This design comes from an exercise in tuning for small area, a short achievable clock period and few clock cycles per item on the open sky130 flow, not from production work. Only simulation tests tie the RTL to the original design; equivalence was not proved.

==> flow/design.v <==
package lut_interp_pkg;
    localparam int DEF_DATA_WIDTH = 16;
    localparam int DEF_NUM_POINTS = 8;
    localparam int DEF_ADDR_W     = $clog2(DEF_NUM_POINTS);
    typedef enum logic [1:0] {
        IDLE    = 2'd0,
        SEARCH  = 2'd1,
        COMPUTE = 2'd2,
        DONE    = 2'd3
    } state_e;
endpackage
module linear_interpolation #(
    parameter int DATA_WIDTH = 16
) (
    input  logic [DATA_WIDTH-1:0] x0,
    input  logic [DATA_WIDTH-1:0] y0,
    input  logic [DATA_WIDTH-1:0] x1,
    input  logic [DATA_WIDTH-1:0] y1,
    input  logic [DATA_WIDTH-1:0] x,
    output logic [DATA_WIDTH-1:0] y
);
    localparam int PW = 2 * DATA_WIDTH;
    logic [DATA_WIDTH-1:0] dy;
    logic [DATA_WIDTH-1:0] dx;
    logic [DATA_WIDTH-1:0] span;
    logic [PW-1:0]         prod;
    logic [DATA_WIDTH-1:0] step;
    logic                  rising;
    always_comb begin
        rising = (y1 >= y0);
        dy     = rising ? (y1 - y0) : (y0 - y1);
        dx     = x - x0;
        span   = x1 - x0;
        prod   = {{DATA_WIDTH{1'b0}}, dy} * {{DATA_WIDTH{1'b0}}, dx};
        step   = '0;
        y      = y0;
        if ((x1 == x0) || (x <= x0)) begin
            y = y0;
        end else if (x >= x1) begin
            y = y1;
        end else begin
            step = DATA_WIDTH'(prod / {{DATA_WIDTH{1'b0}}, span});
            y    = rising ? (y0 + step) : (y0 - step);
        end
    end
endmodule
module lut_interp_ctrl #(
    parameter int DATA_WIDTH = lut_interp_pkg::DEF_DATA_WIDTH,
    parameter int NUM_POINTS = lut_interp_pkg::DEF_NUM_POINTS,
    localparam int ADDR_W    = $clog2(NUM_POINTS)
) (
    input  logic                  clk,
    input  logic                  rst_n,
    input  logic                  cfg_we,
    input  logic [ADDR_W-1:0]     cfg_addr,
    input  logic [DATA_WIDTH-1:0] cfg_x,
    input  logic [DATA_WIDTH-1:0] cfg_y,
    output logic                  cfg_busy,
    input  logic                  in_valid,
    output logic                  in_ready,
    input  logic [DATA_WIDTH-1:0] in_x,
    output logic                  out_valid,
    input  logic                  out_ready,
    output logic [DATA_WIDTH-1:0] out_y,
    output logic                  out_clamped
);
    localparam int W     = 16;
    localparam int N     = 8;
    logic [W-1:0] tx_q [N];
    logic [W-1:0] ty_q [N];
    logic [N-1:0] tv_q;
    logic         pw_q;
    logic [2:0]   pa_q;
    logic [W-1:0] px_q, py_q;
    always_ff @(posedge clk or negedge rst_n) begin
        if (!rst_n) begin
            pw_q <= 1'b0;
            tv_q <= '0;
        end else begin
            pw_q <= cfg_we & ~cfg_busy;
            if (pw_q) tv_q[pa_q] <= 1'b1;
        end
    end
    always_ff @(posedge clk) begin
        pa_q <= cfg_addr;
        px_q <= cfg_x;
        py_q <= cfg_y;
        for (int i = 0; i < N; i++) begin
            if (pw_q && pa_q == 3'(i)) begin
                tx_q[i] <= px_q;
                ty_q[i] <= py_q;
            end
        end
    end
    logic v0_q, v1_q, v2_q, ov_q, sv_q, adv_q, nrdy_q, busy_q;
    logic v0_d, v1_d, v2_d, ov_d, sv_d, adv_d, nrdy_d, busy_d;
    logic acc, ld0, arrive, hold, out_en, skid_en;
    assign acc     = in_valid & ~nrdy_q;
    assign ld0     = adv_q | ~v0_q;          
    assign arrive  = adv_q & v2_q;           
    assign hold    = ov_q & ~out_ready;      
    assign out_en  = ~hold;
    assign skid_en = ~sv_q;
    logic [3:0] c_ov, c_sv, c_adv, c_nrdy, c_busy, c_v0;
    always_comb begin
        for (int k = 0; k < 4; k++) begin
            logic r, iv, h, a, v0n, v1n, v2n, ovn, svn, advn;
            r    = k[1];
            iv   = k[0];
            h    = ov_q & ~r;
            a    = iv & ~nrdy_q;
            v0n  = a ? 1'b1 : (adv_q ? 1'b0 : v0_q);
            v1n  = adv_q ? v0_q : v1_q;
            v2n  = adv_q ? v1_q : v2_q;
            ovn  = h | sv_q | arrive;
            svn  = h ? (sv_q | arrive) : (sv_q & arrive);
            advn = ~svn | ~v2n;
            c_v0[k]   = v0n;
            c_ov[k]   = ovn;
            c_sv[k]   = svn;
            c_adv[k]  = advn;
            c_nrdy[k] = ~advn & v0n;
            c_busy[k] = v0n | v1n | v2n | ovn | svn;
        end
        v0_d   = c_v0[{out_ready, in_valid}];
        ov_d   = c_ov[{out_ready, in_valid}];
        sv_d   = c_sv[{out_ready, in_valid}];
        adv_d  = c_adv[{out_ready, in_valid}];
        nrdy_d = c_nrdy[{out_ready, in_valid}];
        busy_d = c_busy[{out_ready, in_valid}];
        v1_d   = adv_q ? v0_q : v1_q;
        v2_d   = adv_q ? v1_q : v2_q;
    end
    always_ff @(posedge clk or negedge rst_n) begin
        if (!rst_n) begin
            v0_q       <= 1'b0;
            v1_q       <= 1'b0;
            v2_q       <= 1'b0;
            ov_q       <= 1'b0;
            sv_q       <= 1'b0;
            adv_q      <= 1'b1;
            nrdy_q     <= 1'b0;
            busy_q     <= 1'b0;
        end else begin
            v0_q       <= v0_d;
            v1_q       <= v1_d;
            v2_q       <= v2_d;
            ov_q       <= ov_d;
            sv_q       <= sv_d;
            adv_q      <= adv_d;
            nrdy_q     <= nrdy_d;
            busy_q     <= busy_d;
        end
    end
    assign in_ready  = ~nrdy_q;
    assign cfg_busy  = busy_q;
    assign out_valid = ov_q;
    logic [W-1:0] xin_q;
    always_ff @(posedge clk) if (ld0) xin_q <= in_x;
    logic         lt0, gtx7, gt7, clamped, sel_lo, sel_hi, sel_in;
    logic [W-1:0] xc;
    logic [N-2:0] c, sel, sx0, sx1;
    logic         found;
    logic [W-1:0] x0, x1, y0, y1;
    logic         bdx, bdy, bsp, bdn, interior, rising, gtx0, span_nz;
    logic [W-1:0] dx, dy, dyp, dyn, span, ybase;
    logic [3:0]   lz;
    logic [W-1:0] dxn, dn;
    logic [2*W-1:0] prod;
    function automatic logic lt16(input logic [W-1:0] a, input logic [W-1:0] b);
        logic [W-1:0] g, p;
        g = ~a & b;
        p = ~a | b;
        for (int s = 1; s < W; s = s * 2)
            for (int i = 0; i < W; i += 2 * s) begin
                g[i] = g[i+s] | (p[i+s] & g[i]);
                p[i] = p[i+s] & p[i];
            end
        lt16 = g[0];
    endfunction
    function automatic logic [W:0] sub16(input logic [W-1:0] a, input logic [W-1:0] b);
        logic         cy;
        logic [W-1:0] d;
        cy = 1'b1;
        for (int i = 0; i < W; i++) begin
            d[i] = a[i] ^ ~b[i] ^ cy;
            cy   = (a[i] & ~b[i]) | (a[i] & cy) | (~b[i] & cy);
        end
        sub16 = {~cy, d};
    endfunction
    always_comb begin
        lt0     = tv_q[0] & lt16(xin_q, tx_q[0]);
        gtx7    = tv_q[N-1] ? lt16(tx_q[N-1], xin_q) : (xin_q != '0);
        gt7     = ~lt0 & gtx7;
        clamped = lt0 | gt7;
        sel_lo  = lt0;
        sel_hi  = gt7 & tv_q[N-1];
        sel_in  = ~clamped;
        xc      = (tx_q[0] & {W{sel_lo}}) | (tx_q[N-1] & {W{sel_hi}}) |
                  (xin_q & {W{sel_in}});
        for (int i = 0; i < N-1; i++) c[i] = tv_q[i+1] & lt16(xc, tx_q[i+1]);
        found = |c;
        for (int i = 0; i < N-1; i++) begin
            sel[i] = c[i];
            for (int j = 0; j < i; j++) if (c[j]) sel[i] = 1'b0;
        end
        sel[N-2] = sel[N-2] | ~found;
        for (int i = 0; i < N-1; i++) begin
            sx0[i] = sel[i] & tv_q[i];
            sx1[i] = sel[i] & tv_q[i+1];
        end
        x0 = '0; x1 = '0; y0 = '0; y1 = '0;
        for (int i = 0; i < N-1; i++) begin
            x0 = x0 | (tx_q[i]   & {W{sx0[i]}});
            x1 = x1 | (tx_q[i+1] & {W{sx1[i]}});
            y0 = y0 | (ty_q[i]   & {W{sx0[i]}});
            y1 = y1 | (ty_q[i+1] & {W{sx1[i]}});
        end
        {bdx, dx} = sub16(xc, x0);
        gtx0      = ~bdx & (dx != '0);
        {bsp, span} = sub16(x1, x0);
        span_nz   = (span != '0);
        interior  = found & gtx0;
        ybase     = (~found & gtx0 & span_nz) ? y1 : y0;
        {bdy, dyp} = sub16(y1, y0);
        {bdn, dyn} = sub16(y0, y1);
        rising    = ~bdy;
        dy        = rising ? dyp : dyn;
        lz = 4'd15;
        for (int i = 0; i < W; i++) if (span[i]) lz = 4'(W-1-i);
        dn   = (span << lz) | {~interior, {(W-1){1'b0}}};
        dxn  = (dx & {W{interior}}) << lz;
        prod = {{W{1'b0}}, dy} * {{W{1'b0}}, dxn};
    end
    logic [2*W-1:0] p1_q;
    logic [W-1:0]   d1_q, ybase1_q;
    logic           rising1_q, clamped1_q;
    always_ff @(posedge clk) begin
        if (adv_q) begin
            p1_q       <= prod;
            d1_q       <= dn;
            ybase1_q   <= ybase;
            rising1_q  <= rising;
            clamped1_q <= clamped;
        end
    end
    localparam int RB = W + 3;
    localparam int KB = 10;
    typedef struct packed {
        logic [RB-1:0]  rs;
        logic [RB-1:0]  rc;
        logic [W-1:0]   pl;      
        logic [W-1:0]   qp;
        logic [W-1:0]   qn;
    } srt_t;
    function automatic srt_t srt_step(input srt_t st, input logic [W-1:0] d,
                                      input logic [W-1:0] dinv);
        logic [RB-1:0] s2, c2, m;
        logic [3:0]    est;
        logic          pos, neg;
        srt_t          o;
        s2  = {st.rs[RB-2:0], st.pl[W-1]};
        c2  = {st.rc[RB-2:0], 1'b0};
        est = s2[RB-1:RB-4] + c2[RB-1:RB-4];
        pos = ~est[3];
        neg = est[3] & (est != 4'b1111);
        m   = ({{(RB-W){1'b1}}, dinv} & {RB{pos}}) | ({{(RB-W){1'b0}}, d} & {RB{neg}});
        o.rs = s2 ^ c2 ^ m;
        o.rc = {((s2[RB-2:0] & c2[RB-2:0]) | (s2[RB-2:0] & m[RB-2:0]) |
                 (c2[RB-2:0] & m[RB-2:0])), pos};
        o.pl = {st.pl[W-2:0], 1'b0};
        o.qp = {st.qp[W-2:0], pos};
        o.qn = {st.qn[W-2:0], neg};
        srt_step = o;
    endfunction
    srt_t stB, stC;
    always_comb begin
        stB.rs = {{(RB-W){1'b0}}, p1_q[2*W-1:W]};
        stB.rc = '0;
        stB.pl = p1_q[W-1:0];
        stB.qp = '0;
        stB.qn = '0;
        for (int k = 0; k < KB; k++) stB = srt_step(stB, d1_q, ~d1_q);
    end
    srt_t           st2_q;
    logic [W-1:0]   d2_q, ybase2_q;
    logic           rising2_q, clamped2_q;
    always_ff @(posedge clk) begin
        if (adv_q) begin
            st2_q      <= stB;
            d2_q       <= d1_q;
            ybase2_q   <= ybase1_q;
            rising2_q  <= rising1_q;
            clamped2_q <= clamped1_q;
        end
    end
    logic [RB-1:0] rfin;
    logic          rneg, ycin;
    logic [W-1:0]  ya, yb, ys, yc;
    logic [W-1:0]  yres;
    logic          clamped_o;
    always_comb begin
        stC = st2_q;
        for (int k = KB; k < W; k++) stC = srt_step(stC, d2_q, ~d2_q);
        rfin = stC.rs + stC.rc;
        rneg = rfin[RB-1];
        ya = rising2_q ? stC.qp : ~stC.qp;
        yb = rising2_q ? ~stC.qn : stC.qn;
        ys = ybase2_q ^ ya ^ yb;
        yc = {((ybase2_q[W-2:0] & ya[W-2:0]) | (ybase2_q[W-2:0] & yb[W-2:0]) |
               (ya[W-2:0] & yb[W-2:0])), ~rising2_q};
        ycin = rising2_q ^ rneg;
        yres = ys + yc + {{(W-1){1'b0}}, ycin};
        clamped_o = clamped2_q;
    end
    logic [W-1:0] oy_q, sy_q;
    logic         oc_q, sc_q;
    always_ff @(posedge clk) begin
        if (skid_en) begin
            sy_q <= yres;
            sc_q <= clamped_o;
        end
        if (out_en) begin
            oy_q <= sv_q ? sy_q : yres;
            oc_q <= sv_q ? sc_q : clamped_o;
        end
    end
    assign out_y       = oy_q;
    assign out_clamped = oc_q;
endmodule
==> flow/flow/run.sh <==
#!/bin/bash
# Layout flow: the standard ORFS flow, unchanged except that the port
# buffers ORFS inserts at placement are sky130_fd_sc_hd__buf_2 cells
# instead of the ones buffer_ports picks by default (clkdlybuf4s50_1, a
# delay cell). Every input and output port still gets its own buffer.
set -euo pipefail
export BUFFER_PORTS_ARGS="-buffer_cell sky130_fd_sc_hd__buf_2"
bash standard.sh > standard_flow.log 2>&1
==> flow/standard.sh <==
#!/bin/bash
# synth_recipe.tcl (not shown) runs the flow's synth.tcl, then flattens the netlist and writes it again
# the make line also repeats each setting of config.mk as NAME=value (left out here)
make -C /OpenROAD-flow-scripts/flow DESIGN_CONFIG=/design/flow/config.mk WORK_HOME=/design/flow/orfs CLKGATE_MAP_FILE= SYNTH_SCRIPT=/design/flow/synth_recipe.tcl "${@:-finish}"
==> flow/config.mk <==
export PLATFORM = sky130hd
export DESIGN_NAME = lut_interp_ctrl
export DESIGN_NICKNAME = lut_interp_ctrl
export VERILOG_FILES = /design/flow/design.v
export SDC_FILE = /design/flow/constraint.sdc
export NUM_CORES = 4
export LEC_CHECK = 0
export ABC_AREA = 1
export CAP_MARGIN = 20
export CORE_MARGIN = 2
export CORE_UTILIZATION = 40
export CTS_CLUSTER_DIAMETER = 80
export CTS_CLUSTER_SIZE = 24
export SLEW_MARGIN = 20
==> flow/constraint.sdc <==
create_clock -name core_clock -period 110.0 [get_ports {clk}]
set_input_delay 22.0000 -clock core_clock [delete_from_list [all_inputs] [get_ports {clk}]]
set_output_delay 22.0000 -clock core_clock [all_outputs]
set_load 0.01 [all_outputs]
==> run_results.csv <==
group,metric,value,unit
die,floorplan.rows,123,
die,die_footprint,116000,um2
clock_tree,post-cts-setup-buffer-count,0,
clock_tree,cts_hold_buffers,0,
cells_and_area,drive_above_1_share,0.0720,
clock_tree,clkTransAtPathRegs,80,ps
routing,detail_route.vias_per_cell,5.31,
routing,tritonroute_pass_1_iters,7,
global_routing,grt_antenna_before_repair,1,
setup_path,timing.critical_path.from_type,"flip-flop",
sta,period_needed,23170,ps
setup_path,slowest_cell_on_the_critical_path,"sky130_fd_sc_hd__edfxtp_1",
yosys,syn_nets,5684,
sta,timing.final.hold_violations,0,
die,fp.dieH,340,um
cells_and_area,final_net_count,5688,
yosys,synthMuxAreaShare,0.000664,
clock_tree,clock_latency_on_the_worst_skew_pair,630,ps
cells_and_area,layout.cells.most_common,"sky130_fd_sc_hd__nand2_1",
sta,finalSetupTns,0,ps
yosys,post_synth_fa_ha_maj_area_fraction,0.293,
yosys,synth_xor_area_frac,0.0190,
global_routing,grt_usage,0.227,
yosys,synth_top_flop_cell,"sky130_fd_sc_hd__edfxtp_1",
sta,setup_repair_after_global_routing_missed_its_margin,"false",
setup_path,worstPathArrival,1170,ps
routing,avgRoutedWirePerCell,20.4,um
clock_tree,htree_num_levels,2,
clock_tree,cts_resized,0,
flow_run,cap_viol_max_count,0,
placement,setup_slack_at_placement,86450,ps
placement,globalplace.congestion,0.933,
setup_path,critPathKind,"reg2out",
routing,drt-initial-drc-count,2938,
yosys,synth_compound_gate_area_share,0.106,
die,design.core.area,112000,um2
clock_tree,cts_sinks,517,
yosys,synth_simple_gate_area_frac,0.158,
routing,dr_total_vias,34100,
placement,count_of_buffers_inserted_at_the_top_level_ports,75,
cells_and_area,syn_to_layout_area_delta,7.00,%
setup_path,cp_max_fo,1,
yosys,synth.yosys.seq_area_share,0.330,
global_routing,wire_length_of_the_first_global_routing_pass,202,mm
cells_and_area,n_fill_cell,11000,
die,floorplan.die.width,340,um
global_routing,total_congestion_overflow_after_global_routing,0,
routing,drc_errors,0,
global_routing,first_global_vias,33700,
sta,relSlewSlack,0.275,
setup_path,cp_top_family,"flip-flops",
sta,worst_clock_skew_on_the_final_layout,53.0,ps
clock_tree,cts-root-buf,"sky130_fd_sc_hd__clkbuf_16",
yosys,post_synth_num_cell_types,68,
die,boundaryPins,76,
placement,place_hpwl,100,mm
yosys,main_combinational_cell_family_by_area_after_synthesis,"adder cells",
yosys,synthesis.area,45200,um2
sta,timing.final.max_slew_violations,0,
setup_path,path_buf_inv,1,
routing,routed_wirelength,131,mm
sta,tightest_slew,1080,ps
run_status,status,"no timing/DRC/antenna violations",
yosys,synth_area_per_cell,9.25,um2
sta,timing.fmax,43.2,MHz
global_routing,grt_start_max_net_pins,75,
yosys,yosys_warnings,3,
clock_tree,tritoncts,"yes",
setup_path,slowest_delay,430,ps
yosys,synth_enable_flop_cells,448,
cells_and_area,finalCoreUtilization,0.430,
setup_path,path_cells,"buf_2",
cells_and_area,finalNonFillerCells,6415,
cells_and_area,layout.cells.most_common_list,"sky130_fd_sc_hd__nand2_1, sky130_fd_sc_hd__inv_1, sky130_fd_sc_hd__fa_1, sky130_fd_sc_hd__edfxtp_1, sky130_fd_sc_hd__o21ai_0",
setup_path,critPathRequiredTime,88000,ps
yosys,async_flop_share,0.0329,
sta,final_critical_path_setup_slack,86830,ps
setup_path,end_kind,"output port",
die,initial_core_util,0.402,
routing,detail-route-antenna-nets,0,
sta,final_min_period_over_clock_period,0.211,
yosys,ys_seq_elements,517,
sta,finalSetupViolations,0,
placement,numPlacedInstances,6351,
clock_tree,cts_buffers,35,
worst_hold_path,hold_path_class,"reg2reg",
clock_tree,cts-root-to-sink-buffers,3,
yosys,synthesis.instances,4884,
==> layout make-up <==
class                           count  area (um2)  share of cell area
Multi-Input combinational cell   3286       26100               0.540
Sequential cell                   517       14900               0.309
Inverter                          908        3410              0.0706
Tap cell                         1500        1880              0.0388
Clock buffer                       48         998              0.0206
Timing Repair Buffer              140         863              0.0179
Clock inverter                     15         186             0.00386
Antenna cell                        1        2.50           0.0000517
==> through the flow <==
step           hold slack, ps  cell area, um2
3_3_place_gp              404           47100
5_1_grt                   420           48400
3_5_place_dp              405           47100
6_report                  415           48400
2_1_floorplan             400           45200
4_1_cts                   414           48300
==> sequential cells by signal, summed over array words and instances (netlist names), 3 cells and up <==
name and count:
d1_q 16, d2_q 16, oy_q 16, p1_q 32
pa_q 3, px_q 16, py_q 16, st2_q 59
sy_q 16, tv_q 8, tx_q 128, ty_q 128
xin_q 16, ybase1_q 16, ybase2_q 16
==> final timing paths <==
path / depth (start not counted) / endpoint / startpoint / slack (ps)
max in group asynchronous: 1 / adv_q$_DFF_PN1_ / rst_n / 88260
worst max register to register: 92 / st2_q[82]$_DFFE_PP_ / d1_q[15]$_DFFE_PP_ / 87550
worst min register to register: 0 / ybase2_q[15]$_DFFE_PP_ / ybase1_q[15]$_DFFE_PP_ / 410
worst min-delay path: 0 / ybase2_q[15]$_DFFE_PP_ / ybase1_q[15]$_DFFE_PP_ / 410
min in group asynchronous: 1 / tv_q[2]$_DFFE_PN0P_ / rst_n / 21330
worst max-delay path: 1 / out_y[15] / oy_q[15]$_DFFE_PN_ / 86830
==> layer usage <==
metal,wire length [um],vias to the layer above,share of wire,GRT usage
li1,-,15900,-,-
met1,55300,16700,0.42,0.306
met2,62700,1234,0.48,0.383
met3,8970,225,0.069,0.0313
met4,3820,0,0.029,0.0610
met5,0,-,0,0
==> cells in the mapped netlist (all sizes together), types with 49 or more instances <==
| library cell | instances | area share |
|---|---|---|
| o22ai | 49 | 0.0068 |
| fa | 521 | 0.23 |
| dfxtp | 52 | 0.023 |
| nand3 | 235 | 0.030 |
| nand2 | 969 | 0.083 |
| edfxtp | 448 | 0.30 |
| a21oi | 169 | 0.020 |
| o21ai | 411 | 0.046 |
| inv | 885 | 0.074 |
| nand4 | 74 | 0.011 |
| xor2 | 71 | 0.014 |
| nor2 | 281 | 0.025 |
| ha | 223 | 0.062 |
| clkbuf | 85 | 0.0072 |
| buf | 88 | 0.012 |
==> logic make-up after synthesis <==
family	count (synthesis)
flip-flops	517
XOR/XNOR	98
AO/OA/AOI/OAI	817
multiplexers	3
adder cells (fa/ha/maj)	744
AND/OR/NAND/NOR	1624
buffers and inverters	1081
Testbench counts, summed over its fixed seeds: cycles 3,264, items 3,200.

==> separate check: timing with driven ports <==
In the flow no input, the clock included, has a driving cell. The finished layout below was timed again as built, in two steps. Step 1, drivers: a clkbuf_16 drives clk and a buf_2 each remaining input, both assumed. Step 2, shift: input delay + t, output delay - t, t = (earliest + latest rising clock arrival at the registers) / 2. This alone moves slack from input paths to output paths. Three values: ideal ports, drivers, drivers and shift; two values: the first two.
shift t [ns]: 0.668
setup WS [ns]: 86.826 / 86.756 / 86.593
hold slack, ns: 0.415 / 0.415 / 0.415
worst setup path at the end: input to register
pins driven straight from the clock port: 1
After both steps setup and hold are still met in this run. For this run, drivers alone change the setup slack by -0.070 ns; drivers and shift together by -0.233 ns.
